Context: an optimization exercise on an open-source flow, tuned for small area and a short achievable clock period. The choices shown serve that exercise and are no tape-out recipe.
In this exercise RTL edits were held to simulation tests only and were not proved equivalent to the original.
In every run shown here, the design's own scripts or RTL, not TritonCTS, make the clock network.
The flow treats the clock pin as an ideal source. Dropping or thinning the clock tree relies on that and would not hold on a real chip.
Power and IR drop assume default switching activity.

--- flow/config.mk ---
export PLATFORM = sky130hd
export DESIGN_NAME = vga_top
export DESIGN_NICKNAME = vga_top
export VERILOG_FILES = /design/flow/design.v
export SDC_FILE = /design/flow/constraint.sdc
export NUM_CORES = 4
export LEC_CHECK = 0
export CAP_MARGIN = 20
export CORE_MARGIN = 2
export CORE_UTILIZATION = 55
export PLACE_DENSITY = 0.65
export SETUP_SLACK_MARGIN = 4.3
export SLEW_MARGIN = 20
export SYNTH_HIERARCHICAL = 1
export SYNTH_MINIMUM_KEEP_SIZE = 0
--- flow/constraint.sdc ---
create_clock -name core_clock -period 6.5 [get_ports {clk_vga}]
set_input_delay 1.3000 -clock core_clock [delete_from_list [all_inputs] [get_ports {clk_vga}]]
set_output_delay 1.3000 -clock core_clock [all_outputs]
set_load 0.01 [all_outputs]
--- flow/design.v ---
package vga_pkg;
  localparam int HSIZE = 64;
  localparam int HFP   = 68;
  localparam int HSP   = 72;
  localparam int HMAX  = 80;
  localparam int VSIZE = 24;
  localparam int VFP   = 25;
  localparam int VSP   = 27;
  localparam int VMAX  = 30;
  localparam logic HSPP = 1'b1;
  localparam logic VSPP = 1'b1;
  localparam int FRAME_LEFT   = 8;
  localparam int FRAME_RIGHT  = 56;
  localparam int FRAME_TOP    = 6;
  localparam int FRAME_BOTTOM = 18;
  localparam int FRAME_W      = FRAME_RIGHT - FRAME_LEFT;
  localparam int FRAME_H      = FRAME_BOTTOM - FRAME_TOP;
  localparam int PART_SIZE = FRAME_W * FRAME_H;
  localparam int RAM_DEPTH = 2 * PART_SIZE;
  localparam int SCAN_DELAY      = 4;
  localparam int RST_SCREEN_COLS = 16;
  localparam int SWAP_COL        = 8;
  typedef logic [11:0] coord_t;
  typedef logic [10:0] ram_addr_t;
  typedef logic [2:0]  pal_idx_t;
  typedef logic [5:0]  night_t;
  typedef logic [7:0]  chan_t;
  typedef logic [23:0] rgb_t;
endpackage
`timescale 1ns/1ps
module vga_aoi22 (
  input  logic a1,
  input  logic a2,
  input  logic b1,
  input  logic b2,
  output logic y
);
  assign y = ~((a1 & a2) | (b1 & b2));
endmodule
`timescale 1ns/1ps
import vga_pkg::*;
module vga_top (
  input  logic              clk_vga,
  input  logic              rst_n,
  input  logic              write_strobe,
  input  logic [11:0]   write_x,
  input  logic [11:0]   write_y,
  input  logic [2:0] write_palette,
  input  logic [5:0]   night_rate,
  output logic              write_busy,
  output logic              rst_screen,
  output logic              hsync,
  output logic              vsync,
  output logic              data_enable,
  output logic [7:0]    red,
  output logic [7:0]    green,
  output logic [7:0]    blue
);
  logic [6:0] px;
  logic [4:0] py;
  logic [5:0] ph;
  logic       shown;
  always_ff @(posedge clk_vga) begin
    if (!rst_n) begin
      px    <= '0;
      py    <= '0;
      ph    <= 6'd1;
      shown <= 1'b0;
    end else begin
      if (px == 7'(HMAX - 1)) begin
        px <= '0;
        py <= (py == 5'(VMAX - 1)) ? 5'd0 : py + 5'd1;
      end else begin
        px <= px + 7'd1;
      end
      ph <= (ph == 6'd47) ? 6'd0 : ph + 6'd1;
      if (py == 5'(VSIZE) && px == 7'(SWAP_COL)) shown <= ~shown;
    end
  end
  always_ff @(posedge clk_vga) begin
    if (!rst_n) rst_screen <= 1'b0;
    else rst_screen <= (py == 5'(VSIZE) && px < 7'(RST_SCREEN_COLS - 1))
                    || (py == 5'(VSIZE - 1) && px == 7'(HMAX - 1));
  end
  logic f_win;
  assign f_win = (px >= 7'(FRAME_LEFT)) && (px < 7'(FRAME_RIGHT))
              && (py >= 5'(FRAME_TOP)) && (py < 5'(FRAME_BOTTOM));
  logic [1:0] age;
  always_ff @(posedge clk_vga) begin
    if (!rst_n) age <= 2'd0;
    else if (age != 2'd3) age <= age + 2'd1;
  end
  logic old3;
  logic p_hs, p_vs, p_de, p_win;
  assign old3  = (age == 2'd3);
  assign p_hs  = old3 && (px >= 7'(HFP + 3)) && (px < 7'(HSP + 3));
  assign p_vs  = old3 && ((px >= 7'd3) ? ((py >= 5'(VFP)) && (py < 5'(VSP)))
                                       : ((py >= 5'(VFP + 1)) && (py < 5'(VSP + 1))));
  assign p_de  = !old3 || ((px >= 7'd3) && (px < 7'(HSIZE + 3)) && (py < 5'(VSIZE)));
  assign p_win = old3 && (px >= 7'(FRAME_LEFT + 3)) && (px < 7'(FRAME_RIGHT + 3))
              && (py >= 5'(FRAME_TOP)) && (py < 5'(FRAME_BOTTOM));
  always_ff @(posedge clk_vga) begin
    if (!rst_n) begin
      hsync       <= !HSPP;
      vsync       <= !VSPP;
      data_enable <= 1'b0;
    end else begin
      hsync       <= p_hs ? HSPP : !HSPP;
      vsync       <= p_vs ? VSPP : !VSPP;
      data_enable <= p_de;
    end
  end
  logic take;
  logic busy_i;
  logic rs_live;
  assign rs_live = (py == 5'(VSIZE)) && (px < 7'(RST_SCREEN_COLS));
  assign take = write_strobe && !busy_i && !rs_live
             && (write_palette != 3'd0)
             && (write_x < 12'(FRAME_W))
             && (write_y < 12'(FRAME_H));
  always_ff @(posedge clk_vga) begin
    if (!rst_n) begin
      write_busy <= 1'b0;
      busy_i     <= 1'b0;
    end else begin
      write_busy <= take || (write_busy && f_win);
      busy_i     <= take || (busy_i && f_win);
    end
  end
  logic       v1;
  logic [5:0] w1_x;
  logic [3:0] w1_y;
  logic [2:0] w1_p;
  always_ff @(posedge clk_vga) begin
    v1   <= rst_n && take;
    w1_x <= write_x[5:0];
    w1_y <= write_y[3:0];
    w1_p <= write_palette;
  end
  logic [6:0] dif;
  assign dif = {1'b0, ph} - {1'b0, w1_x};
  logic [3:0] pd_lo;
  logic [5:0] pd_hi;
  logic [3:0] pr_lo;
  logic [2:0] pr_hi;
  always_comb begin
    for (int i = 0; i < 4; i++) pd_lo[i] = (dif[2:1] == 2'(i));
    for (int i = 0; i < 6; i++) pd_hi[i] = (dif[6:3] == 4'(i)) || (dif[6:3] == 4'(i + 10));
    for (int i = 0; i < 4; i++) pr_lo[i] = (w1_y[1:0] == 2'(i));
    for (int i = 0; i < 3; i++) pr_hi[i] = (w1_y[3:2] == 2'(i));
  end
  logic [3:0] w2_dlo;
  logic [5:0] w2_dhi;
  logic       w2_half;
  logic [3:0] w2_rlo;
  logic [2:0] w2_rhi;
  logic [2:0] w2_p;
  logic       c_early, c_late0, c_late1;
  always_ff @(posedge clk_vga) begin
    if (v1) begin
      w2_dlo  <= pd_lo;
      w2_dhi  <= pd_hi;
      w2_half <= ~shown;
      w2_rlo  <= pr_lo;
      w2_rhi  <= pr_hi;
      w2_p    <= w1_p;
    end
    c_early <= rst_n && v1 && dif[0];
    c_late0 <= rst_n && v1 && !dif[0];
    c_late1 <= c_late0;
  end
  logic [23:0] ring_sel;
  logic [1:0][23:0] slot_sel;    
  logic [2:0]  w3_p;
  always_ff @(posedge clk_vga) begin
    for (int k = 0; k < 24; k++)
      ring_sel[k] <= (c_early || c_late1) && (w2_half == 1'(k / 12))
                  && w2_rlo[(k % 12) % 4] && w2_rhi[(k % 12) / 4];
    for (int j = 0; j < 24; j++)
      for (int h = 0; h < 2; h++)
        slot_sel[h][j] <= (w2_half == 1'(h)) && w2_dlo[j % 4] && w2_dhi[j / 4];
    w3_p <= w2_p;
  end
  logic [71:0][47:0] q;
  logic [1:0][23:0][2:0] slot_dat;
  always_comb begin
    for (int j = 0; j < 24; j++)
      for (int b = 0; b < 3; b++)
        for (int h = 0; h < 2; h++)
          slot_dat[h][j][b] = slot_sel[h][j] && (w3_p[b] ^ ((((2 * j + 3) % 48) % 4) == 1));
  end
  genvar gk, gb, gp;
  for (gk = 0; gk < 24; gk++) begin : g_ring
    for (gp = 0; gp < 48; gp++) begin : g_pos
      if (gp % 2 == 1) begin : g_wr
        localparam int J = ((gp + 45) % 48) / 2;
        logic       keep_n;
        logic [2:0] d;
        assign keep_n = ~(ring_sel[gk] && slot_sel[gk / 12][J]);
        for (gb = 0; gb < 3; gb++) begin : g_bit
          vga_aoi22 u_mux (
            .a1 (q[gk*3+gb][(gp + 47) % 48]),
            .a2 (keep_n),
            .b1 (ring_sel[gk]),
            .b2 (slot_dat[gk / 12][J][gb]),
            .y  (d[gb])
          );
          always_ff @(posedge clk_vga)
            q[gk*3+gb][gp] <= d[gb];
        end
      end else begin : g_sh
        for (gb = 0; gb < 3; gb++) begin : g_bit
          always_ff @(posedge clk_vga)
            q[gk*3+gb][gp] <= q[gk*3+gb][(gp + 47) % 48];
        end
      end
    end
  end
  logic [23:0][2:0] tap;
  for (gk = 0; gk < 24; gk++) begin : g_tap
    for (gb = 0; gb < 3; gb++) begin : g_tb
      assign tap[gk][gb] = q[gk*3+gb][(10 + 32 * (gk % 12)) % 48];
    end
  end
  logic [23:0] rd_sel;
  always_ff @(posedge clk_vga) begin
    for (int k = 0; k < 24; k++)
      rd_sel[k] <= (shown == 1'(k / 12)) && (py == 5'(k % 12 + FRAME_TOP));
  end
  logic [2:0] ridx;
  always_comb begin
    ridx = 3'd0;
    for (int k = 0; k < 24; k++)
      ridx = ridx | (rd_sel[k] ? tap[k] : 3'd0);
  end
  logic on_r, on_g, on_b;
  always_ff @(posedge clk_vga) begin
    on_r <= (ridx == 3'd1) || (ridx == 3'd4) || (ridx == 3'd6) || (ridx == 3'd7);
    on_g <= (ridx == 3'd2) || (ridx == 3'd4) || (ridx == 3'd5) || (ridx == 3'd7);
    on_b <= (ridx == 3'd3) || (ridx == 3'd5) || (ridx == 3'd6) || (ridx == 3'd7);
  end
  logic [5:0] nr;
  logic [6:0] m;
  logic [7:0] lvl;
  always_ff @(posedge clk_vga) nr <= night_rate;
  assign m   = 7'd64 - {1'b0, nr};
  assign lvl = {m[5:0] | {6{m[6]}}, m[6], (nr == 6'd0)};
  logic e_r, e_g, e_b;
  assign e_r = p_win ? on_r : p_de;
  assign e_g = p_win ? on_g : p_de;
  assign e_b = p_win ? on_b : p_de;
  always_ff @(posedge clk_vga) begin
    red   <= (rst_n && e_r) ? lvl : 8'd0;
    green <= (rst_n && e_g) ? lvl : 8'd0;
    blue  <= (rst_n && e_b) ? lvl : 8'd0;
  end
endmodule
--- flow/flow/run.sh ---
#!/bin/bash
# Standard ORFS layout with these changes:
#  - flow/post_floorplan.tcl sizes the frame store's write muxes down to a22oi_1;
#  - flow/pre_cts.tcl builds the clock tree by hand (three levels: 4 clkinv_16 roots on
#    the clock port, 20 clkinv_8, about 136 clkbuf_16 leaves over k-means clusters of
#    the flip-flops)
#    in place of TritonCTS;
#  - the port buffers are buf_2.
set -euo pipefail
export POST_FLOORPLAN_TCL="$PWD/flow/post_floorplan.tcl"
export PRE_CTS_TCL="$PWD/flow/pre_cts.tcl"
# port buffers as buf_2 rather than the default (a delay cell)
export BUFFER_PORTS_ARGS="-inputs -outputs -buffer_cell sky130_fd_sc_hd__buf_2"
bash standard.sh > standard.log 2>&1
--- flow/flow/mycts.tcl ---
# output pin of a buffer or inverter
proc outpin {inst} { foreach it [$inst getITerms] { if {[$it isOutputSignal]} { return $it } } }
# manual clock tree: NROOT root cells on the clock port, an optional middle level, and leaf buffers,
# each leaf driving a k-means cluster of flip-flop clock pins
proc kmeans {pts k iters} {
  # pts: list of {x y}; returns list of cluster index per point and centers
  set n [llength $pts]
  set centers {}
  set sorted [lsort -real -index 0 $pts]
  for {set i 0} {$i < $k} {incr i} { lappend centers [lindex $sorted [expr {int(($i + 0.5) * $n / $k)}]] }
  # better seed: grid over bbox
  set xs [lmap p $pts {lindex $p 0}]; set ys [lmap p $pts {lindex $p 1}]
  set x0 [tcl::mathfunc::min {*}$xs]; set x1 [tcl::mathfunc::max {*}$xs]
  set y0 [tcl::mathfunc::min {*}$ys]; set y1 [tcl::mathfunc::max {*}$ys]
  set gx [expr {int(ceil(sqrt($k * double($x1 - $x0 + 1) / double($y1 - $y0 + 1))))}]
  if {$gx < 1} {set gx 1}
  set gy [expr {int(ceil(double($k) / $gx))}]
  set centers {}
  for {set i 0} {$i < $k} {incr i} {
    set cx [expr {$i % $gx}]; set cy [expr {$i / $gx}]
    lappend centers [list [expr {$x0 + ($cx + 0.5) * ($x1 - $x0) / $gx}] [expr {$y0 + ($cy + 0.5) * ($y1 - $y0) / $gy}]]
  }
  set cap [expr {int(ceil(1.0 * $n / $k * 1.02))}]
  for {set it 0} {$it < $iters} {incr it} {
    set assign {}
    set cnt [lrepeat $k 0]
    foreach p $pts {
      lassign $p px py
      set best -1; set bd 1e30
      set j 0
      foreach c $centers {
        set d [expr {abs($px - [lindex $c 0]) + abs($py - [lindex $c 1])}]
        if {$d < $bd && [lindex $cnt $j] < $cap} {set bd $d; set best $j}
        incr j
      }
      lappend assign $best
      lset cnt $best [expr {[lindex $cnt $best] + 1}]
    }
    set sx [lrepeat $k 0.0]; set sy [lrepeat $k 0.0]
    foreach p $pts a $assign {
      lset sx $a [expr {[lindex $sx $a] + [lindex $p 0]}]
      lset sy $a [expr {[lindex $sy $a] + [lindex $p 1]}]
    }
    set nc {}
    for {set j 0} {$j < $k} {incr j} {
      set c [lindex $cnt $j]
      if {$c > 0} { lappend nc [list [expr {[lindex $sx $j] / $c}] [expr {[lindex $sy $j] / $c}]] } else { lappend nc [lindex $centers $j] }
    }
    set centers $nc
  }
  return [list $assign $centers]
}

proc manual_cts {nleaf nmid nroot rootcell midcell} {
  set db [ord::get_db]
  set block [ord::get_db_block]
  set clk [$block findNet clk_vga]
  set bufm [$db findMaster sky130_fd_sc_hd__clkbuf_16]
  set rootm [$db findMaster $rootcell]
  set midm [$db findMaster $midcell]
  set sinks {}
  set pts {}
  foreach it [$clk getITerms] {
    set inst [$it getInst]
    set bb [$inst getBBox]
    lappend sinks $it
    lappend pts [list [expr {([$bb xMin] + [$bb xMax]) / 2}] [expr {([$bb yMin] + [$bb yMax]) / 2}]]
  }
  puts "manual_cts: [llength $sinks] sinks"
  lassign [kmeans $pts $nleaf 12] assign centers
  set leaves {}
  for {set j 0} {$j < $nleaf} {incr j} {
    set inst [odb::dbInst_create $block $bufm "ctsleaf_$j"]
    lassign [lindex $centers $j] cx cy
    $inst setLocation [expr {int($cx)}] [expr {int($cy)}]
    $inst setPlacementStatus PLACED
    set net [odb::dbNet_create $block "clknet_leaf_$j"]
    $net setSigType CLOCK
    [outpin $inst] connect $net
    lappend leaves $inst
  }
  foreach it $sinks a $assign {
    $it disconnect
    $it connect [$block findNet "clknet_leaf_$a"]
  }
  # optional middle level: nmid buffers, each driving a k-means group of leaves
  set tops $leaves
  set topc $centers
  if {$nmid > 0} {
    lassign [kmeans $centers $nmid 12] massign mcenters
    set mids {}
    for {set m 0} {$m < $nmid} {incr m} {
      set inst [odb::dbInst_create $block $midm "ctsmid_$m"]
      lassign [lindex $mcenters $m] cx cy
      $inst setLocation [expr {int($cx)}] [expr {int($cy)}]
      $inst setPlacementStatus PLACED
      set net [odb::dbNet_create $block "clknet_mid_$m"]
      $net setSigType CLOCK
      [outpin $inst] connect $net
      lappend mids $inst
    }
    foreach leaf $leaves a $massign {
      [$leaf findITerm A] connect [$block findNet "clknet_mid_$a"]
    }
    set tops $mids
    set topc $mcenters
  }
  lassign [kmeans $topc $nroot 12] rassign rcenters
  for {set r 0} {$r < $nroot} {incr r} {
    set inst [odb::dbInst_create $block $rootm "ctsroot_$r"]
    lassign [lindex $rcenters $r] cx cy
    $inst setLocation [expr {int($cx)}] [expr {int($cy)}]
    $inst setPlacementStatus PLACED
    set net [odb::dbNet_create $block "clknet_root_$r"]
    $net setSigType CLOCK
    [outpin $inst] connect $net
    [$inst findITerm A] connect $clk
  }
  foreach t $tops a $rassign {
    [$t findITerm A] connect [$block findNet "clknet_root_$a"]
  }
}

# Split every leaf whose flip-flop clock pins see a slew above limit (ns, estimated from
# placement) into two leaves over a 2-means split of its sinks; repeat a few rounds.
proc split_slow_leaves {limit rounds} {
  set db [ord::get_db]
  set block [ord::get_db_block]
  set bufm [$db findMaster sky130_fd_sc_hd__clkbuf_16]
  set nextid 0
  foreach inst [$block getInsts] {
    if {[regexp {^ctsleaf_([0-9]+)$} [$inst getName] -> id] && $id >= $nextid} { set nextid [expr {$id + 1}] }
  }
  set_propagated_clock [all_clocks]
  for {set round 0} {$round < $rounds} {incr round} {
    estimate_parasitics -placement
    set slew [dict create]
    foreach p [get_pins -hierarchical */CLK] { dict set slew [string map {\\ {}} [get_full_name $p]] [get_property $p slew_max] }
    set nsplit 0
    foreach leaf [$block getInsts] {
      if {![string match ctsleaf_* [$leaf getName]]} continue
      set net [[outpin $leaf] getNet]
      set sinks {}
      set pts {}
      set worst 0
      foreach it [$net getITerms] {
        if {[$it isOutputSignal]} continue
        set inst [$it getInst]
        set key [string map {\\ {}} "[$inst getName]/[[$it getMTerm] getName]"]
        if {[dict exists $slew $key]} { set s [dict get $slew $key]; if {$s > $worst} { set worst $s } }
        set bb [$inst getBBox]
        lappend sinks $it
        lappend pts [list [expr {([$bb xMin] + [$bb xMax]) / 2}] [expr {([$bb yMin] + [$bb yMax]) / 2}]]
      }
      if {$worst <= $limit || [llength $sinks] < 4} continue
      lassign [kmeans2 $pts] assign centers
      set parent [[$leaf findITerm A] getNet]
      set nb [odb::dbInst_create $block $bufm "ctsleaf_$nextid"]
      set nn [odb::dbNet_create $block "clknet_leaf_$nextid"]
      incr nextid
      $nn setSigType CLOCK
      [outpin $nb] connect $nn
      [$nb findITerm A] connect $parent
      lassign [lindex $centers 1] cx cy
      $nb setLocation [expr {int($cx)}] [expr {int($cy)}]
      $nb setPlacementStatus PLACED
      lassign [lindex $centers 0] cx cy
      $leaf setLocation [expr {int($cx)}] [expr {int($cy)}]
      foreach it $sinks a $assign {
        if {$a == 1} { $it disconnect; $it connect $nn }
      }
      incr nsplit
    }
    puts "split_slow_leaves: round $round split $nsplit leaves"
    if {$nsplit == 0} break
  }
}

# plain 2-means (no size cap), seeded with the two points farthest apart along the longer side
proc kmeans2 {pts} {
  set xs [lmap p $pts {lindex $p 0}]; set ys [lmap p $pts {lindex $p 1}]
  set dx [expr {[tcl::mathfunc::max {*}$xs] - [tcl::mathfunc::min {*}$xs]}]
  set dy [expr {[tcl::mathfunc::max {*}$ys] - [tcl::mathfunc::min {*}$ys]}]
  set ax [expr {$dx >= $dy ? 0 : 1}]
  set s [lsort -real -index $ax $pts]
  set centers [list [lindex $s 0] [lindex $s end]]
  for {set it 0} {$it < 10} {incr it} {
    set assign {}
    set sx {0.0 0.0}; set sy {0.0 0.0}; set cnt {0 0}
    foreach p $pts {
      lassign $p px py
      set d0 [expr {abs($px - [lindex $centers 0 0]) + abs($py - [lindex $centers 0 1])}]
      set d1 [expr {abs($px - [lindex $centers 1 0]) + abs($py - [lindex $centers 1 1])}]
      set a [expr {$d1 < $d0 ? 1 : 0}]
      lappend assign $a
      lset sx $a [expr {[lindex $sx $a] + $px}]
      lset sy $a [expr {[lindex $sy $a] + $py}]
      lset cnt $a [expr {[lindex $cnt $a] + 1}]
    }
    set nc {}
    for {set j 0} {$j < 2} {incr j} {
      set c [lindex $cnt $j]
      if {$c > 0} { lappend nc [list [expr {[lindex $sx $j] / $c}] [expr {[lindex $sy $j] / $c}]] } else { lappend nc [lindex $centers $j] }
    }
    set centers $nc
  }
  return [list $assign $centers]
}
--- flow/flow/post_floorplan.tcl ---
# Runs after floorplan (POST_FLOORPLAN_TCL): synthesis maps the frame store's write
# muxes to a22oi_2; the _1 size drives their single flip-flop load, so use it. Later
# timing repair upsizes any that need it.
set db [ord::get_db]
set small [$db findMaster sky130_fd_sc_hd__a22oi_1]
set n 0
foreach inst [[ord::get_db_block] getInsts] {
  if {[[$inst getMaster] getName] eq "sky130_fd_sc_hd__a22oi_2"} {
    $inst swapMaster $small
    incr n
  }
}
puts "post_floorplan: a22oi_2 -> a22oi_1 on $n instances"

--- flow/flow/pre_cts.tcl ---
# Runs before CTS (PRE_CTS_TCL): builds a balanced three-level clock tree by hand (4 root
# clkinv_16 on the clock port, 20 middle clkinv_8, clkbuf_16 leaves), splits
# any leaf whose clock pins would see too slow a slew, and
# makes the standard repair_clock_inverters and clock_tree_synthesis calls no-ops; the rest of the CTS step
# (timing repair, legalisation) runs unchanged.
source [file join [file dirname [info script]] mycts.tcl]
manual_cts 136 20 4 sky130_fd_sc_hd__clkinv_16 sky130_fd_sc_hd__clkinv_8
split_slow_leaves 0.105 3
global_connect
set_propagated_clock [all_clocks]
# the roots and middle level are inverters: keep the CTS step's repair_clock_inverters,
# which runs next, from cloning them onto the clock port
rename repair_clock_inverters orfs_repair_clock_inverters_unused
proc repair_clock_inverters {args} {
  puts "clock tree already built by pre_cts.tcl; skipping repair_clock_inverters $args"
}
rename clock_tree_synthesis orfs_clock_tree_synthesis_unused
proc clock_tree_synthesis {args} {
  puts "clock tree already built by pre_cts.tcl; skipping clock_tree_synthesis $args"
}
--- flow/standard.sh ---
#!/bin/bash
# synth_recipe.tcl (not shown) runs the flow's synth.tcl, then flattens the netlist and writes it again
# the make line also repeats each setting of config.mk as NAME=value (left out here)
make -C /OpenROAD-flow-scripts/flow DESIGN_CONFIG=/design/flow/config.mk WORK_HOME=/design/flow/orfs CLKGATE_MAP_FILE= SYNTH_SCRIPT=/design/flow/synth_recipe.tcl "${@:-finish}"
==> impl_metrics.tcl, run 1 <==
set metrics [dict create \
    wl_per_cell_microns 22.2 \
    hold_depth 0 \
    drc 0 \
    clkTransAtPathRegs_ps 100 \
    portBuffers 64 \
    synth_area_leader_cell "dfxtp_1" \
    holdWs_ps 272 \
    avgSynthCellArea_sq_um 15.2 \
    num-nets-final 6846 \
    critPathMaxFanout 1 \
    final_antenna_net_count 0 \
    drt_iter0_markers 4309 \
    synth_edf_count 21 \
    slowest_delay_ps 350 \
    p_per_area_nw_per_um2 329 \
    clock.fmax_mhz 438 \
    synthCells 6646 \
    start_util_pct 55.3 \
    avgViaCountPerCell 5.51 \
    p_sw_mw 6.49 \
    regToRegSetupSlack_ps 4310 \
    synth_seq_cells 3653 \
    ys.flop_type "dfxtp_1" \
    timing.final.crit_share_pct 35.1 \
    gp_congestion 0.860 \
    maxSlewViolCount 0 \
    layout_commonest_cell "dfxtp_1" \
    drive_gt1_share_pct 5.30 \
    grt_pass1_vias 50956 \
    hold_start "q[717]$_DFF_P_" \
    die_h_microns 433 \
    vias 51036 \
    utilization_pct 54.7 \
    p_comb_share_pct 0.4 \
    nFillCells 14653 \
    final_cell_mix "3,583 x dfxtp_1, 1,764 x a22oi_1, 595 x nand2_1" \
    antenna_found_initial 9 \
    startpoint_type "flip-flop" \
    relSlewSlack_pct 19.2 \
    hold_path.class "flip-flop to flip-flop" \
    hold_viol_final 0 \
    ys_warn_count 7 \
    row_count 157 \
    area_delta_synth_final_pct -1.08 \
    crit_chain "buf_2" \
    chipWidth_microns 433 \
    vdd_ir_drop_max_mv 0.253 \
    crit_path_top_delay_cell "dfxtp_1" \
    grt_overflow 0 \
    rsz0062_at_grt "yes" \
    syn_nets 6699 \
    rr_endpoint "q[1127]$_DFF_P_" \
    cts_hold_buf 0 \
    cp.required_ps 5200 \
    grtUsageTotal_pct 21.1 \
    antenna_cells 0 \
    r2r-start "w3_p[2]$_DFF_P_" \
    synthTopCellsByArea "dfxtp_1 72%, a22oi_2 21%, nand2_1 2.2%, and2_1 0.79%, edfxtp_1 0.62%" \
    synth_area_sq_um 101000 \
    cp.buffers_inverters 1 \
    setup_viol 0 \
    wirelength_microns 205000 \
    cp_data_arrival_time_ps 980 \
    die_area_sq_um 187000 \
    crit_family "flip-flops" \
    seq_power_share_pct 68.1 \
    synth_cell_types 51 \
    fin_worst_skew_ps 83.1 \
    synthArstFlopShare_pct 0 \
    worst_pin_slew_ps 1210 \
    drt_pass1_iterations 8 \
    internal_power_mw 26.4 \
    min_to "q[718]$_DFF_P_" \
    dpl.hpwl_microns 133000 \
    end_kind "output port" \
    critical_path_class "flip-flop to output port" \
    grt_start_max_net_pins 97 \
    ff2ff_path_depth 2 \
    clock_latency_ps 470 \
    core_area_sq_um 183000 \
    clock_power_share_pct 31.4 \
    tns_ps 0 \
    finalPower_mw 32.9 \
    outcome "timing/DRC/antenna clean" \
    synth_top_area_share_pct 71.9 \
    switching_share_pct 19.7 \
    ioPinCount 65 \
    timing.final.crit_period_ps 2280 \
    maxCapViolCount 0 \
    ys_seq_area_share_pct 72.5 \
    leakage_nw 36.0 \
    grt_pass1_wl_microns 306000 \
]
-- Yosys stat by module (local to each module, per instance) --
| module | copies in the design | cells inside |
|---|---|---|
| vga_top | 1 | 4918 |
| vga_aoi22 | 1728 | 1 |
-- power groups by stage --
stage	clock (mW)	sequential, mW	combinational, mW
after global placement	0	22.9	0.121
after floorplan	0	22.9	0.0772
after detailed placement	0	22.9	0.124
after CTS	10.6	22.4	0.132
final	10.4	22.4	0.146
after global routing	11.3	22.4	0.162
-- cells in the mapped netlist, drive strengths merged, types with 3 or more instances --
cell type	count
ha	16
o31ai	4
nand2	595
clkbuf	121
nand2b	7
a22oi	1764
xor2	10
nor2	70
nor4	6
nor3	14
nand4	12
nor2b	93
or3	4
xnor2	9
o21ai	17
nand3b	3
a21o	3
and3	44
nand3	11
and2	128
dfxtp	3632
a211oi	3
inv	21
mux2i	3
a21oi	8
buf	4
edfxtp	21
-- worst max path at each step --
stage | to | from | slack (ps) | cells after the start
finish | red[2] | red[2]$_SDFF_PN0_ | 4220 | 1
global route | red[2] | red[2]$_SDFF_PN0_ | 4190 | 1
CTS | green[0] | green[0]$_SDFF_PN0_ | 4240 | 1
detailed placement | busy_i$_SDFF_PN0_ | rst_n | 4030 | 4
global placement | write_busy$_SDFF_PN0_ | write_x[7] | 4030 | 5
floorplan | write_busy$_SDFF_PN0_ | write_y[8] | 4240 | 4
-- metal layers --
metal	vias to the layer above	track usage, %	wire (microns)
li1	24076	-	-
met1	25427	27.5	88600
met2	1219	37.5	103000
met3	314	1.89	7830
met4	0	5.38	5610
met5	-	0	0
-- state kept, by name, summed over array words and instances, names as in the netlist, 7 cells and up --
register	cells
blue	8
green	8
px	7
q	3456
rd_sel	24
red	8
ring_sel	24
slot_sel	48
-- logic make-up after synthesis --
logic type	synth area share, %
flops	72.5
compound gates	22.0
simple gates	4.54
buf+inv	0.547
xor+xnor	0.165
fa+ha+maj	0.228
mux	0.0445
-- stage by stage --
step                area [sq um]  cells  worst slack [ps]
global route              100000   9255              4190
floorplan                 101000   6646              4240
global placement           95800   9083              4030
CTS                        99800   9243              4240
finish                    100000   9255              4220
detailed placement         95800   9083              4030
-- repair_timing --
action                     in CTS  in global routing
setup buffers                   0                  7
gates resized for setup        35                 29
setup endpoints to repair      60                 56
pin swaps                       0                  9
-- cell type report --
cell class | instances | area, sq um | area share [%]
flip-flops and latches | 3653 | 73500 | 73.4
multi-input cells | 2847 | 18700 | 18.7
plain buffers | 136 | 3400 | 3.40
well taps | 2464 | 3080 | 3.08
repair buffers | 110 | 850 | 0.849
inverters | 45 | 524 | 0.524
==> inputs of run 2 (changes only) <==
--- a/flow/design.v
+++ b/flow/design.v
@@ -171,7 +171,8 @@
   end
   logic [23:0] ring_sel;
   logic [1:0][23:0] slot_sel;    
-  logic [2:0]  w3_p;
+  logic [1:0][2:0] w3_p;    
+  logic [1:0][2:0] w3_pn;   
   always_ff @(posedge clk_vga) begin
     for (int k = 0; k < 24; k++)
       ring_sel[k] <= (c_early || c_late1) && (w2_half == 1'(k / 12))
@@ -179,7 +180,10 @@
     for (int j = 0; j < 24; j++)
       for (int h = 0; h < 2; h++)
         slot_sel[h][j] <= (w2_half == 1'(h)) && w2_dlo[j % 4] && w2_dhi[j / 4];
-    w3_p <= w2_p;
+    for (int h = 0; h < 2; h++) begin
+      w3_p[h]  <= (w2_half == 1'(h)) ? w2_p  : 3'd0;
+      w3_pn[h] <= (w2_half == 1'(h)) ? ~w2_p : 3'd0;
+    end
   end
   logic [71:0][47:0] q;
   logic [1:0][23:0][2:0] slot_dat;
@@ -187,7 +191,8 @@
     for (int j = 0; j < 24; j++)
       for (int b = 0; b < 3; b++)
         for (int h = 0; h < 2; h++)
-          slot_dat[h][j][b] = slot_sel[h][j] && (w3_p[b] ^ ((((2 * j + 3) % 48) % 4) == 1));
+          slot_dat[h][j][b] = slot_sel[h][j]
+                           && (((((2 * j + 3) % 48) % 4) == 1) ? w3_pn[h][b] : w3_p[h][b]);
   end
   genvar gk, gb, gp;
   for (gk = 0; gk < 24; gk++) begin : g_ring
==> impl_metrics.tcl, run 2 <==
set metrics [dict create \
    gp_congestion 0.873 \
    grt_pass1_wl_microns 307000 \
    ys_warn_count 7 \
    placed_cell_area_sq_um 95900 \
    synth_edf_count 21 \
    regToRegSetupSlack_ps 4370 \
    cp.buffers_inverters 1 \
    drt_iter0_markers 4260 \
    num-nets-final 6858 \
    setup_viol 0 \
    ys_seq_area_share_pct 72.5 \
    startpoint_type "flip-flop" \
    largest_register "q" \
    final_cell_mix "3,594 x dfxtp_1, 1,765 x a22oi_1, 599 x nand2_1" \
    final_antenna_net_count 0 \
    drt_pass1_iterations 7 \
    rr_endpoint "q[1985]$_DFF_P_" \
    antenna_found_initial 6 \
    synth.most_common_cell "dfxtp_1" \
    synthCells 6670 \
    clock.fmax_mhz 446 \
    syn_nets 6723 \
    grt_start_max_net_pins 97 \
    drc 0 \
    final_area_sq_um 100000 \
    synth_top_area_share_pct 71.9 \
    timing.final.crit_period_ps 2240 \
    area_delta_synth_final_pct -1.11 \
    synthTopCellsByCount "3,641 x dfxtp_1, 1,728 x a22oi_2, 599 x nand2_1, 198 x and2_1, 123 x clkbuf_1" \
    critPathMaxFanout 1 \
    end_kind "output port" \
    synth_seq_cells 3662 \
    clkTransAtPathRegs_ps 100 \
    fin_worst_skew_ps 118 \
    cp.required_ps 5200 \
    start_util_pct 55.4 \
    hold_viol_final 0 \
    slowest_delay_ps 360 \
    utilization_pct 54.8 \
    crit_chain "buf_6" \
    vias 51347 \
    r2r-start "w3_pn[5]$_SDFF_PN0_" \
    nFillCells 14985 \
    avgViaCountPerCell 5.54 \
    hold_path.class "flip-flop to flip-flop" \
    crit_family "flip-flops" \
    grtUsageTotal_pct 21.2 \
    tns_ps 0 \
    p_per_area_nw_per_um2 331 \
    vdd_ir_drop_max_mv 0.265 \
    critical_path_class "flip-flop to output port" \
    row_count 157 \
    maxCapViolCount 0 \
    hold_depth 0 \
    timing.final.crit_share_pct 34.5 \
    layout_commonest_cell "dfxtp_1" \
    cp_data_arrival_time_ps 940 \
    wirelength_microns 207000 \
    hold_start "q[1189]$_DFF_P_" \
    synth_area_sq_um 101000 \
    outcome "timing/DRC/antenna clean" \
    die_area_sq_um 188000 \
    portBuffers 64 \
    dpl.hpwl_microns 136000 \
    maxSlewViolCount 0 \
    synthTopCellsByArea "dfxtp_1 72%, a22oi_2 21%, nand2_1 2.2%, and2_1 1.2%, edfxtp_1 0.62%" \
    grt_overflow 0 \
    ys.flop_type "dfxtp_1" \
    leakage_nw 36.0 \
    crit_path_top_delay_cell "dfxtp_2" \
    chipWidth_microns 433 \
    wl_per_cell_microns 22.3 \
    avgSynthCellArea_sq_um 15.2 \
    rsz0062_at_grt "yes" \
    synth_cell_types 51 \
    min_to "q[1190]$_DFF_P_" \
    clock_latency_ps 480 \
    relSlewSlack_pct 25.7 \
    largest_reg_flops 3456 \
    synth_area_leader_cell "dfxtp_1" \
    synthArstFlopShare_pct 0 \
    worst_pin_slew_ps 1110 \
    ioPinCount 65 \
    drive_gt1_share_pct 4.92 \
    die_h_microns 433 \
    grt_pass1_vias 50790 \
    ff2ff_path_depth 2 \
    top_regs "q x3456, slot_sel x48" \
    core_area_sq_um 183000 \
]
run 2: cell count changes after synthesis, sizes merged, moves of 3 or more:
cell / change
inv: +3
xor2: -3
nor3: +4
o31ai: -3
and3: +6
xnor2: +4
dfxtp: +9
nor2b: -71
nand2: +4
and2: +70
run 2: repair_timing:
action                     in CTS  in global routing
setup buffers                   1                  3
hold buffers                    0                  0
setup endpoints to repair      31                 61
pin swaps                       2                  4
gates resized for setup        46                 24
run 2: cell type report:
cell class / count / area [sq um] / share of cell area, %
repair buffers: 92 / 669 / 0.668
multi-input cells: 2858 / 18800 / 18.7
plain buffers: 143 / 3580 / 3.57
flip-flops and latches: 3662 / 73600 / 73.4
well taps: 2464 / 3080 / 3.07
inverters: 48 / 536 / 0.534
diodes: 2 / 5.00 / 0.00499
run 2: logic make-up after synthesis:
| group | Yosys count | share of synthesized area (%) |
|---|---|---|
| flip-flops | 3662 | 72.5 |
| AO/OA/AOI/OAI | 1812 | 21.9 |
| AND/OR/NAND/NOR | 1005 | 4.54 |
| buffers and inverters | 150 | 0.565 |
| XOR/XNOR | 20 | 0.173 |
| adder cells (fa/ha/maj) | 18 | 0.227 |
| multiplexers | 3 | 0.0296 |
run 2: Yosys stat by module, one instance, submodules excluded:
module,cell area [sq um],flip-flops and latches,cells inside
vga_top,79800,3662,4942
vga_aoi22,12.5,0,1
run 2: worst max-delay path by stage:
stage	to	cells past startpoint	startpoint	slack, ps
CTS	vsync	1	vsync$_SDFF_PN0_	4230
detailed placement	write_busy$_SDFF_PN0_	4	rst_n	4010
global route	vsync	1	vsync$_SDFF_PN0_	4220
floorplan	busy_i$_SDFF_PN0_	4	write_y[9]	4240
global placement	busy_i$_SDFF_PN0_	4	rst_n	4000
finish	vsync	1	vsync$_SDFF_PN0_	4260
run 2: power breakdown:
part           internal (mW)  total (mW)  switching (mW)
registers               22.5        22.5          0.0177
clock network           4.13        10.6            6.45
logic                 0.0743       0.153          0.0784
run 2: stage by stage:
stage               instances  power [mW]  setup WS (ps)  hold WS [ps]
floorplan                6670        23.1           4240           310
global placement         9096        23.1           4000           310
detailed placement       9096        23.1           4010           312
CTS                      9264        33.4           4230           228
global route             9267        34.3           4220           260
finish                   9269        33.2           4260           241
run 2: routing by layer:
layer / share of wire, % / wire (microns) / global-route usage (%)
met1: 43 / 88400 / 27.6
met2: 49 / 101000 / 36.7
met3: 5.1 / 10500 / 2.95
met4: 3.2 / 6530 / 5.94
met5: 0.013 / 27 / 0
==> inputs of run 3 (changes only) <==
--- a/flow/config.mk
+++ b/flow/config.mk
@@ -9,7 +9,7 @@
 export CORE_MARGIN = 2
 export CORE_UTILIZATION = 55
 export PLACE_DENSITY = 0.65
-export SETUP_SLACK_MARGIN = 4.3
+export SETUP_SLACK_MARGIN = 4.45
 export SLEW_MARGIN = 20
 export SYNTH_HIERARCHICAL = 1
 export SYNTH_MINIMUM_KEEP_SIZE = 0
==> impl_metrics.tcl, run 3 <==
set metrics [dict create \
    regToRegSetupSlack_ps 4460 \
    nFillCells 14824 \
    worstSetupStartpoint "vsync$_SDFF_PN0_" \
    cp_data_arrival_time_ps 930 \
    die_area_sq_um 188000 \
    r2r-start "w3_p[4]$_SDFF_PN0_" \
    clock.fmax_mhz 449 \
    largest_register "q" \
    synthCells 6670 \
    final_cell_mix "3,582 x dfxtp_1, 1,765 x a22oi_1, 599 x nand2_1" \
    cts_hold_buf 0 \
    p_sw_mw 6.52 \
    clkTransAtPathRegs_ps 100 \
    wirelength_microns 207000 \
    synth_top_area_share_pct 71.9 \
    vias 51121 \
    synth_cell_types 51 \
    grt_overflow 0 \
    rsz0062_at_grt "yes" \
    synth_area_sq_um 101000 \
    grt_start_max_net_pins 97 \
    core_area_sq_um 183000 \
    portBuffers 64 \
    crit_chain "buf_6" \
    die_h_microns 433 \
    met1_usage_pct 27.4 \
    synth_seq_cells 3662 \
    outcome "timing/DRC/antenna clean" \
    cp.buffers_inverters 1 \
    ys_warn_count 7 \
    grt_use_met2_pct 36.7 \
    top_regs "q x3456, slot_sel x48" \
    chipWidth_microns 433 \
    drive_gt1_share_pct 5.15 \
    maxSlewViolCount 0 \
    fin_worst_skew_ps 68.7 \
    hold_viol_final 0 \
    drt_pass1_iterations 6 \
    end_kind "output port" \
    dp_cells 9097 \
    hold_start "q[1193]$_DFF_P_" \
    final_antenna_net_count 0 \
    ioPinCount 65 \
    maxCapViolCount 0 \
    p_per_area_nw_per_um2 330 \
    syn_nets 6723 \
    dpl.hpwl_microns 134000 \
    timing.final.crit_share_pct 34.3 \
    timing.final.crit_period_ps 2230 \
    largest_reg_flops 3456 \
    synth_area_leader_cell "dfxtp_1" \
    wl_per_cell_microns 22.3 \
    grtUsageMet3_pct 2.97 \
    drt_iter0_markers 4397 \
    relSlewSlack_pct 24.0 \
    critical_path_class "flip-flop to output port" \
    avgViaCountPerCell 5.52 \
    final_cells 9265 \
    synthTopCellsByArea "dfxtp_1 72%, a22oi_2 21%, nand2_1 2.2%, and2_1 1.2%, edfxtp_1 0.62%" \
    p_comb_share_pct 0.5 \
    leakage_nw 36.0 \
    synth_edf_count 21 \
    antenna_found_initial 6 \
    synth.most_common_cell "dfxtp_1" \
    drc 0 \
    internal_power_mw 26.6 \
    synthTopCellsByCount "3,641 x dfxtp_1, 1,728 x a22oi_2, 599 x nand2_1, 198 x and2_1, 123 x clkbuf_1" \
    avgSynthCellArea_sq_um 15.2 \
    ys_seq_area_share_pct 72.5 \
    switching_share_pct 19.7 \
    seq_power_share_pct 67.9 \
    clock_latency_ps 480 \
    critPathMaxFanout 1 \
    startpoint_type "flip-flop" \
    area_delta_synth_final_pct -1.05 \
    row_count 157 \
    crit_path_top_delay_cell "dfxtp_2" \
    grt_pass1_vias 50229 \
    cp.required_ps 5200 \
    crit_family "flip-flops" \
    start_util_pct 55.4 \
    layout_commonest_cell "dfxtp_1" \
    grtUsageTotal_pct 21.1 \
    top_usage_layer "met2" \
    clock_power_share_pct 31.6 \
    grt_pass1_wl_microns 306000 \
    gp_congestion 0.854 \
    num-nets-final 6856 \
    antenna_cells 0 \
    slowest_delay_ps 370 \
    vdd_ir_drop_max_mv 0.262 \
    setup_viol 0 \
    ys.flop_type "dfxtp_1" \
    synthArstFlopShare_pct 0 \
    tns_ps 0 \
    hold_path.class "flip-flop to flip-flop" \
    worst_pin_slew_ps 1140 \
]
run 3: power groups by stage:
stage          clock network (mW)  logic (mW)  registers (mW)
3_5_place_dp                    0       0.128            23.0
2_1_floorplan                   0      0.0799            23.0
5_1_grt                      11.5       0.171            22.5
4_1_cts                      10.7       0.147            22.5
3_3_place_gp                    0       0.125            23.0
6_report                     10.5       0.156            22.5
run 3: worst paths after layout:
path                endpoint  depth (start not counted)
min reg2reg  q[1194]$_DFF_P_                          0
min          q[1194]$_DFF_P_                          0
max                    vsync                          1
max reg2reg  q[2243]$_DFF_P_                          2
run 3: worst register-to-register path: cells and delay by family, from the launching register on:
| kind | cells | cell delay [ps] |
|---|---|---|
| compound gates | 1 | 230 |
| flops | 1 | 930 |
| simple gates | 1 | 690 |
run 3: repair_timing:
action | CTS | global route
cloned | 0 | 0
pin swaps | 4 | 6
setup buffers | 2 | 2
setup endpoints to repair | 54 | 102
resized for setup | 64 | 35
run 3: cells by family (layout without fill, tap and decap cells):
kind of cell / count (synthesis) / count (layout) / synth area share (%)
buffers and inverters: 150 / 281 / 0.565
flip-flops: 3662 / 3662 / 72.5
multiplexers: 3 / 3 / 0.0296
AND/OR/NAND/NOR: 1005 / 1005 / 4.54
adder cells (fa/ha/maj): 18 / 18 / 0.227
AO/OA/AOI/OAI: 1812 / 1812 / 21.9
XOR/XNOR: 20 / 20 / 0.173
run 3: cell type report:
| class | instances | area (sq um) | area share, % |
|---|---|---|---|
| buffer | 140 | 3500 | 3.49 |
| sequential | 3662 | 73700 | 73.4 |
| multi-input combinational | 2858 | 18800 | 18.8 |
| tap | 2464 | 3080 | 3.07 |
| inverter | 48 | 536 | 0.534 |
| timing repair buffer | 93 | 724 | 0.722 |
run 3: metal layers:
metal  routed length [microns]  part of all wire (%)
met1                     88400                    43
met2                    101000                    49
met3                     11100                   5.4
met4                      6490                   3.1
met5                        22                 0.011
run 3: stage by stage:
stage	instance area, sq um	setup slack [ps]	utilization, %	total power, mW	hold WS [ps]
after floorplan	102000	4240	-	23.1	310
after global placement	96000	4010	52.4	23.1	310
after detailed placement	96000	4010	52.4	23.1	312
after CTS	100000	4250	54.7	33.3	281
after global routing	100000	4240	54.8	34.1	288
final	100000	4270	54.8	33.1	286
run 3: modules after synthesis (local to each module, per instance):
module,flip-flops and latches,area (sq um),times used,cells inside
vga_top,3662,79800,1,4942
vga_aoi22,0,12.5,1728,1
==> inputs of run 4 (changes only) <==
--- a/flow/config.mk
+++ b/flow/config.mk
@@ -7,9 +7,9 @@
 export LEC_CHECK = 0
 export CAP_MARGIN = 20
 export CORE_MARGIN = 2
-export CORE_UTILIZATION = 55
-export PLACE_DENSITY = 0.65
-export SETUP_SLACK_MARGIN = 4.45
+export CORE_UTILIZATION = 65
+export PLACE_DENSITY = 0.72
+export SETUP_SLACK_MARGIN = 4.3
 export SLEW_MARGIN = 20
 export SYNTH_HIERARCHICAL = 1
 export SYNTH_MINIMUM_KEEP_SIZE = 0
==> impl_metrics.tcl, run 4 <==
set metrics [dict create \
    avgViaCountPerCell 5.84 \
    clock_power_share_pct 31.3 \
    avgSynthCellArea_sq_um 15.2 \
    switching_share_pct 19.5 \
    ff2ff_path_depth 9 \
    portBuffers 64 \
    placed_cell_area_sq_um 95400 \
    leakage_nw 36.0 \
    ioPinCount 65 \
    p_sw_mw 6.42 \
    critical_path_class "flip-flop to output port" \
    timing.final.crit_period_ps 2230 \
    synth.most_common_cell "dfxtp_1" \
    critPathMaxFanout 1 \
    grt_pass1_vias 50909 \
    crit_path_top_delay_cell "dfxtp_4" \
    top_regs "q x3456, slot_sel x48" \
    synth_edf_count 21 \
    vdd_ir_drop_max_mv 0.276 \
    start_util_pct 65.7 \
    crit_cells 1 \
    layout_commonest_cell "dfxtp_1" \
    p_comb_share_pct 0.5 \
    maxSlewViolCount 0 \
    clkTransAtPathRegs_ps 100 \
    cp.buffers_inverters 1 \
    holdWs_ps 245 \
    num-nets-final 6855 \
    slowest_delay_ps 410 \
    maxCapViolCount 0 \
    synthCells 6670 \
    synth_seq_cells 3662 \
    seq_power_share_pct 68.3 \
    rsz0062_at_grt "yes" \
    gp_congestion 0.868 \
    crit_family "flip-flops" \
    die_area_sq_um 159000 \
    ys_warn_count 7 \
    internal_power_mw 26.5 \
    clock.fmax_mhz 448 \
    p_per_area_nw_per_um2 330 \
    wirelength_microns 203000 \
    hold_path.class "flip-flop to flip-flop" \
    synth_area_sq_um 101000 \
    syn_nets 6723 \
    core_area_sq_um 154000 \
    vias 51665 \
    drive_gt1_share_pct 4.84 \
    die_h_microns 399 \
    relSlewSlack_pct 24.3 \
    synth_top_area_share_pct 71.9 \
    utilization_pct 64.5 \
    cp.required_ps 5200 \
    area_delta_synth_final_pct -1.72 \
    hold_depth 0 \
    clock_latency_ps 470 \
    end_kind "output port" \
    synthArstFlopShare_pct 0 \
    ys_seq_area_share_pct 72.5 \
    drt_iter0_markers 4589 \
    fin_worst_skew_ps 97.0 \
    synthTopCellsByCount "3,641 x dfxtp_1, 1,728 x a22oi_2, 599 x nand2_1, 198 x and2_1, 123 x clkbuf_1" \
    synth_cell_types 51 \
    worst_pin_slew_ps 1130 \
    nFillCells 11060 \
    cp_data_arrival_time_ps 930 \
    finalPower_mw 32.9 \
    drc 0 \
    outcome "timing/DRC/antenna clean" \
    antenna_found_initial 9 \
    drt_pass1_iterations 6 \
    final_area_sq_um 99600 \
    largest_reg_flops 3456 \
    row_count 144 \
    wl_per_cell_microns 23.0 \
    hold_viol_final 0 \
    chipWidth_microns 399 \
    synth_area_leader_cell "dfxtp_1" \
    grt_start_max_net_pins 97 \
    grt_pass1_wl_microns 303000 \
    startpoint_type "flip-flop" \
    largest_register "q" \
    grtUsageTotal_pct 24.7 \
    grt_overflow 0 \
    crit_chain "buf_6" \
    final_antenna_net_count 0 \
    final_cell_mix "3,592 x dfxtp_1, 1,765 x a22oi_1, 599 x nand2_1" \
    synthTopCellsByArea "dfxtp_1 72%, a22oi_2 21%, nand2_1 2.2%, and2_1 1.2%, edfxtp_1 0.62%" \
    dpl.hpwl_microns 133000 \
    setup_viol 0 \
    ys.flop_type "dfxtp_1" \
    tns_ps 0 \
    timing.final.crit_share_pct 34.3 \
]
==> run 4: cell counts after synthesis <==
Identical to the previous run, type by type.
==> run 4: kinds of logic (layout without fill, tap and decap cells) <==
group | after synthesis | count (layout) | share of synthesized area [%]
flops | 3662 | 3662 | 72.5
buf+inv | 150 | 280 | 0.565
fa+ha+maj | 18 | 18 | 0.227
other cells | 0 | 5 | 0
mux | 3 | 3 | 0.0296
xor+xnor | 20 | 20 | 0.173
compound gates | 1812 | 1812 | 21.9
simple gates | 1005 | 1005 | 4.54
==> run 4: power groups by stage <==
stage | registers [mW] | clock network [mW] | logic [mW]
3_5_place_dp | 23.0 | 0 | 0.127
6_report | 22.5 | 10.3 | 0.150
2_1_floorplan | 23.0 | 0 | 0.0783
3_3_place_gp | 23.0 | 0 | 0.122
5_1_grt | 22.5 | 11.2 | 0.164
4_1_cts | 22.5 | 10.5 | 0.139
==> run 4: final cells by class <==
class,instances,area (sq um),share of cell area [%]
tap,2044,2560,2.57
timing repair buffer,95,737,0.740
sequential,3662,73600,73.9
inverter,48,536,0.537
buffer,137,3430,3.44
antenna,5,12.5,0.0126
multi-input combinational,2858,18700,18.8
==> run 4: stage by stage <==
| stage | cells | worst slack (ps) |
|---|---|---|
| floorplan | 6670 | 4240 |
| global placement | 8677 | 4030 |
| detailed placement | 8677 | 4000 |
| CTS | 8839 | 4220 |
| global route | 8844 | 4250 |
| finish | 8849 | 4270 |
==> run 4: modules after synthesis, one instance, submodules excluded <==
module     cells inside  times used  flip-flops and latches  cell area (sq um)
vga_top            4942           1                    3662              79800
vga_aoi22             1        1728                       0               12.5
==> run 4: layer usage <==
metal,track usage [%],wire length (microns),part of all wire (%)
met1,31.4,83500,41
met2,43.4,101000,50
met3,3.64,12100,6.0
met4,7.57,6840,3.4
met5,0,41,0.020
==> run 4: repair_timing <==
action                                  in CTS  in global routing
setup buffers                                1                  3
pin swaps                                    1                  5
gates resized for setup                     43                 23
hold buffers                                 0                  0
endpoints found under the setup margin      33                 40
==> run 4: worst paths after layout <==
check | start | end | slack (ps)
worst min register to register | q[1663]$_DFF_P_ | q[1664]$_DFF_P_ | 250
worst min-delay path | q[1663]$_DFF_P_ | q[1664]$_DFF_P_ | 250
worst max-delay path | vsync$_SDFF_PN0_ | vsync | 4270
worst max register to register | ph[0]$_SDFF_PN1_ | w2_dhi[1]$_DFFE_PP_ | 4350
==> inputs of run 5 (changes only) <==
--- a/flow/flow/run.sh
+++ b/flow/flow/run.sh
@@ -2,7 +2,7 @@
 # Standard ORFS layout with these changes:
 #  - flow/post_floorplan.tcl sizes the frame store's write muxes down to a22oi_1;
 #  - flow/pre_cts.tcl builds the clock tree by hand (three levels: 4 clkinv_16 roots on
-#    the clock port, 20 clkinv_8, about 136 clkbuf_16 leaves over k-means clusters of
+#    the clock port, 12 clkinv_16, about 136 clkbuf_16 leaves over k-means clusters of
 #    the flip-flops)
 #    in place of TritonCTS;
 #  - the port buffers are buf_2.
--- a/flow/flow/pre_cts.tcl
+++ b/flow/flow/pre_cts.tcl
@@ -1,10 +1,10 @@
 # Runs before CTS (PRE_CTS_TCL): builds a balanced three-level clock tree by hand (4 root
-# clkinv_16 on the clock port, 20 middle clkinv_8, clkbuf_16 leaves), splits
+# clkinv_16 on the clock port, 12 middle clkinv_16, clkbuf_16 leaves), splits
 # any leaf whose clock pins would see too slow a slew, and
 # makes the standard repair_clock_inverters and clock_tree_synthesis calls no-ops; the rest of the CTS step
 # (timing repair, legalisation) runs unchanged.
 source [file join [file dirname [info script]] mycts.tcl]
-manual_cts 136 20 4 sky130_fd_sc_hd__clkinv_16 sky130_fd_sc_hd__clkinv_8
+manual_cts 136 12 4 sky130_fd_sc_hd__clkinv_16 sky130_fd_sc_hd__clkinv_16
 split_slow_leaves 0.105 3
 global_connect
 set_propagated_clock [all_clocks]
--- a/flow/config.mk
+++ b/flow/config.mk
@@ -7,8 +7,8 @@
 export LEC_CHECK = 0
 export CAP_MARGIN = 20
 export CORE_MARGIN = 2
-export CORE_UTILIZATION = 65
-export PLACE_DENSITY = 0.72
+export CORE_UTILIZATION = 55
+export PLACE_DENSITY = 0.65
 export SETUP_SLACK_MARGIN = 4.3
 export SLEW_MARGIN = 20
 export SYNTH_HIERARCHICAL = 1
==> impl_metrics.tcl, run 5 <==
set metrics [dict create \
    synth_area_sq_um 101000 \
    relSlewSlack_pct 26.0 \
    worst_pin_slew_ps 1110 \
    finalPower_mw 33.2 \
    synth_top_area_share_pct 71.9 \
    maxSlewViolCount 0 \
    grt_pass1_vias 50679 \
    avgSynthCellArea_sq_um 15.2 \
    grt_start_max_net_pins 97 \
    fin_worst_skew_ps 135 \
    wl_per_cell_microns 22.2 \
    antenna_found_initial 5 \
    maxCapViolCount 0 \
    synthTopCellsByArea "dfxtp_1 72%, a22oi_2 21%, nand2_1 2.2%, and2_1 1.2%, edfxtp_1 0.62%" \
    layout_commonest_cell "dfxtp_1" \
    synth_cell_types 51 \
    area_delta_synth_final_pct -1.06 \
    crit_path_top_delay_cell "dfxtp_2" \
    synth_area_leader_cell "dfxtp_1" \
    wl_met2_microns 101000 \
    switching_share_pct 19.7 \
    p_sw_mw 6.55 \
    top_layer_used "met4" \
    grt_pass1_wl_microns 307000 \
    chipWidth_microns 433 \
    drt_iter0_markers 4328 \
    drc 0 \
    dr_wl_met3_microns 10500 \
    top_regs "q x3456, slot_sel x48" \
    portBuffers 64 \
    dpl.hpwl_microns 136000 \
    leakage_nw 36.0 \
    nFillCells 14986 \
    grt_overflow 0 \
    drive_gt1_share_pct 4.78 \
    p_comb_share_pct 0.5 \
    clock_power_share_pct 31.9 \
    largest_reg_flops 3456 \
    core_area_sq_um 183000 \
    synth_edf_count 21 \
    drt_pass1_iterations 6 \
    rsz0062_at_grt "yes" \
    seq_power_share_pct 67.6 \
    clock_latency_ps 500 \
    cp.buffers_inverters 1 \
    syn_nets 6723 \
    synthArstFlopShare_pct 0 \
    avgViaCountPerCell 5.54 \
    die_h_microns 433 \
    vias 51333 \
    start_util_pct 55.4 \
    slowest_delay_ps 360 \
    wirelength_microns 206000 \
    timing.final.crit_share_pct 34.9 \
    critical_path_class "flip-flop to output port" \
    final_cell_mix "3,590 x dfxtp_1, 1,765 x a22oi_1, 599 x nand2_1" \
    regToRegSetupSlack_ps 4400 \
    critPathMaxFanout 1 \
    internal_power_mw 26.7 \
    num-nets-final 6849 \
    largest_register "q" \
    synthTopCellsByCount "3,641 x dfxtp_1, 1,728 x a22oi_2, 599 x nand2_1, 198 x and2_1, 123 x clkbuf_1" \
    setup_viol 0 \
    final_antenna_net_count 0 \
    hold_viol_final 0 \
    end_kind "output port" \
    cp_data_arrival_time_ps 970 \
    hold_path.class "flip-flop to flip-flop" \
    die_area_sq_um 188000 \
    met1_length_microns 87900 \
    outcome "timing/DRC/antenna clean" \
    ys_warn_count 7 \
    clock.fmax_mhz 441 \
    synthCells 6670 \
    synth_seq_cells 3662 \
    ys_seq_area_share_pct 72.5 \
    gp_congestion 0.873 \
    grtUsageTotal_pct 21.1 \
    cp.required_ps 5200 \
    crit_chain "buf_6" \
    p_per_area_nw_per_um2 331 \
    tns_ps 0 \
    cts_hold_buf 0 \
    ys.flop_type "dfxtp_1" \
    timing.final.crit_period_ps 2270 \
    clkTransAtPathRegs_ps 100 \
    vdd_ir_drop_max_mv 0.264 \
    synth.most_common_cell "dfxtp_1" \
    row_count 157 \
    crit_family "flip-flops" \
    startpoint_type "flip-flop" \
    ioPinCount 65 \
]
run 5: cell counts after synthesis:
No cell type changed its count.
run 5: worst register-to-register path: stages (launching register included):
cell     delay, ps
dfxtp_4        740
buf_4          710
nand2_1        260
a22oi_1        260
run 5: metrics by stage:
stage               hold slack (ps)  cells  worst slack (ps)  util [%]  cell area [sq um]
finish                          200   9266              4230      54.8             100000
global route                    191   9258              4190      54.8             100000
CTS                             196   9256              4200      54.7             100000
detailed placement              312   9096              4010      52.4              95900
global placement                310   9096              4000      52.4              95900
floorplan                       310   6670              4240         -             101000
run 5: layer usage:
metal | track usage (%) | up-vias
met3 | 2.68 | 337
met1 | 27.6 | 25550
met2 | 36.8 | 1297
met4 | 5.77 | 0
met5 | 0 | -
li1 | - | 24149
run 5: power by group through the flow:
stage	Combinational, mW	Clock [mW]	Sequential (mW)
after floorplan	0.0783	0	23.0
after detailed placement	0.126	0	23.0
after CTS	0.141	10.8	22.5
after global routing	0.166	11.6	22.5
final	0.150	10.6	22.5
after global placement	0.124	0	23.0
run 5: cell families after synthesis:
kind of cell | synth area share [%]
buffers and inverters | 0.565
muxes | 0.0296
AOI/OAI and AO/OA | 21.9
DFF | 72.5
and+or+nand+nor | 4.54
xor gates and xnor gates | 0.173
adders and majority gates | 0.227
run 5: layout make-up:
class                           count  area (sq um)  share of cell area (%)
Tap cell                         2464          3080                    3.07
Antenna cell                        8          20.0                  0.0200
Inverter                           40           571                   0.569
Buffer                            143          3580                    3.57
Sequential cell                  3662         73600                    73.4
Multi-Input combinational cell   2858         18700                    18.7
Timing Repair Buffer               91           681                   0.679
run 5: what timing repair did:
action	4_1_cts	5_1_grt
buffers inserted	1	2
setup endpoints to repair	34	71
gates resized for setup	48	24
cloned	0	0
pin swaps	2	1
run 5: path summary, 6_finish.rpt:
kind,start,end,depth (start not counted)
worst max-delay path,vsync$_SDFF_PN0_,vsync,1
worst min-delay path,q[1027]$_DFF_P_,q[1028]$_DFF_P_,0
worst min register to register,q[1027]$_DFF_P_,q[1028]$_DFF_P_,0
worst max register to register,ring_sel[22]$_DFF_P_,q[3187]$_DFF_P_,3
run 5: per-module statistics from Yosys (local to each module, per instance):
module	flops+latches	cells
vga_aoi22	0	1
vga_top	3662	4942

==> afterwards: timing with drivers on the ports <==
The flow's constraints put no driver on any port. The routed layouts listed below were extracted and timed again, unchanged, in two steps. Step 1 assumes that a clkbuf_16 drives the clock port and a buf_2 every other input. Step 2 adds t to the input delays and takes it off the output delays; t is the mean of the earliest and latest rising clock arrival at the registers after step 1. Input paths then give back, and output paths get back, about the clock's delay inside the block. Slacks: no drivers / after step 1 / after step 2; pairs: no drivers / after step 1.
run | t (ns) | setup WS [ns] | worst data-port slew with drivers (ns)
run 1 | 0.734 | 4.219 / 3.913 / 4.073 | 0.06
run 2 | 0.745 | 4.258 / 3.934 / 4.060 | 0.07
run 3 | 0.742 | 4.271 / 3.971 / 4.021 | 0.05
run 4 | 0.708 | 4.268 / 3.985 / 3.977 | 0.06
run 5 | 0.722 | 4.233 / 3.934 / 4.025 | 0.07
After both steps every run listed still meets setup and hold. The setup slack of run 4, which loses most, moves by -0.283 ns with the drivers and by -0.291 ns with both steps.
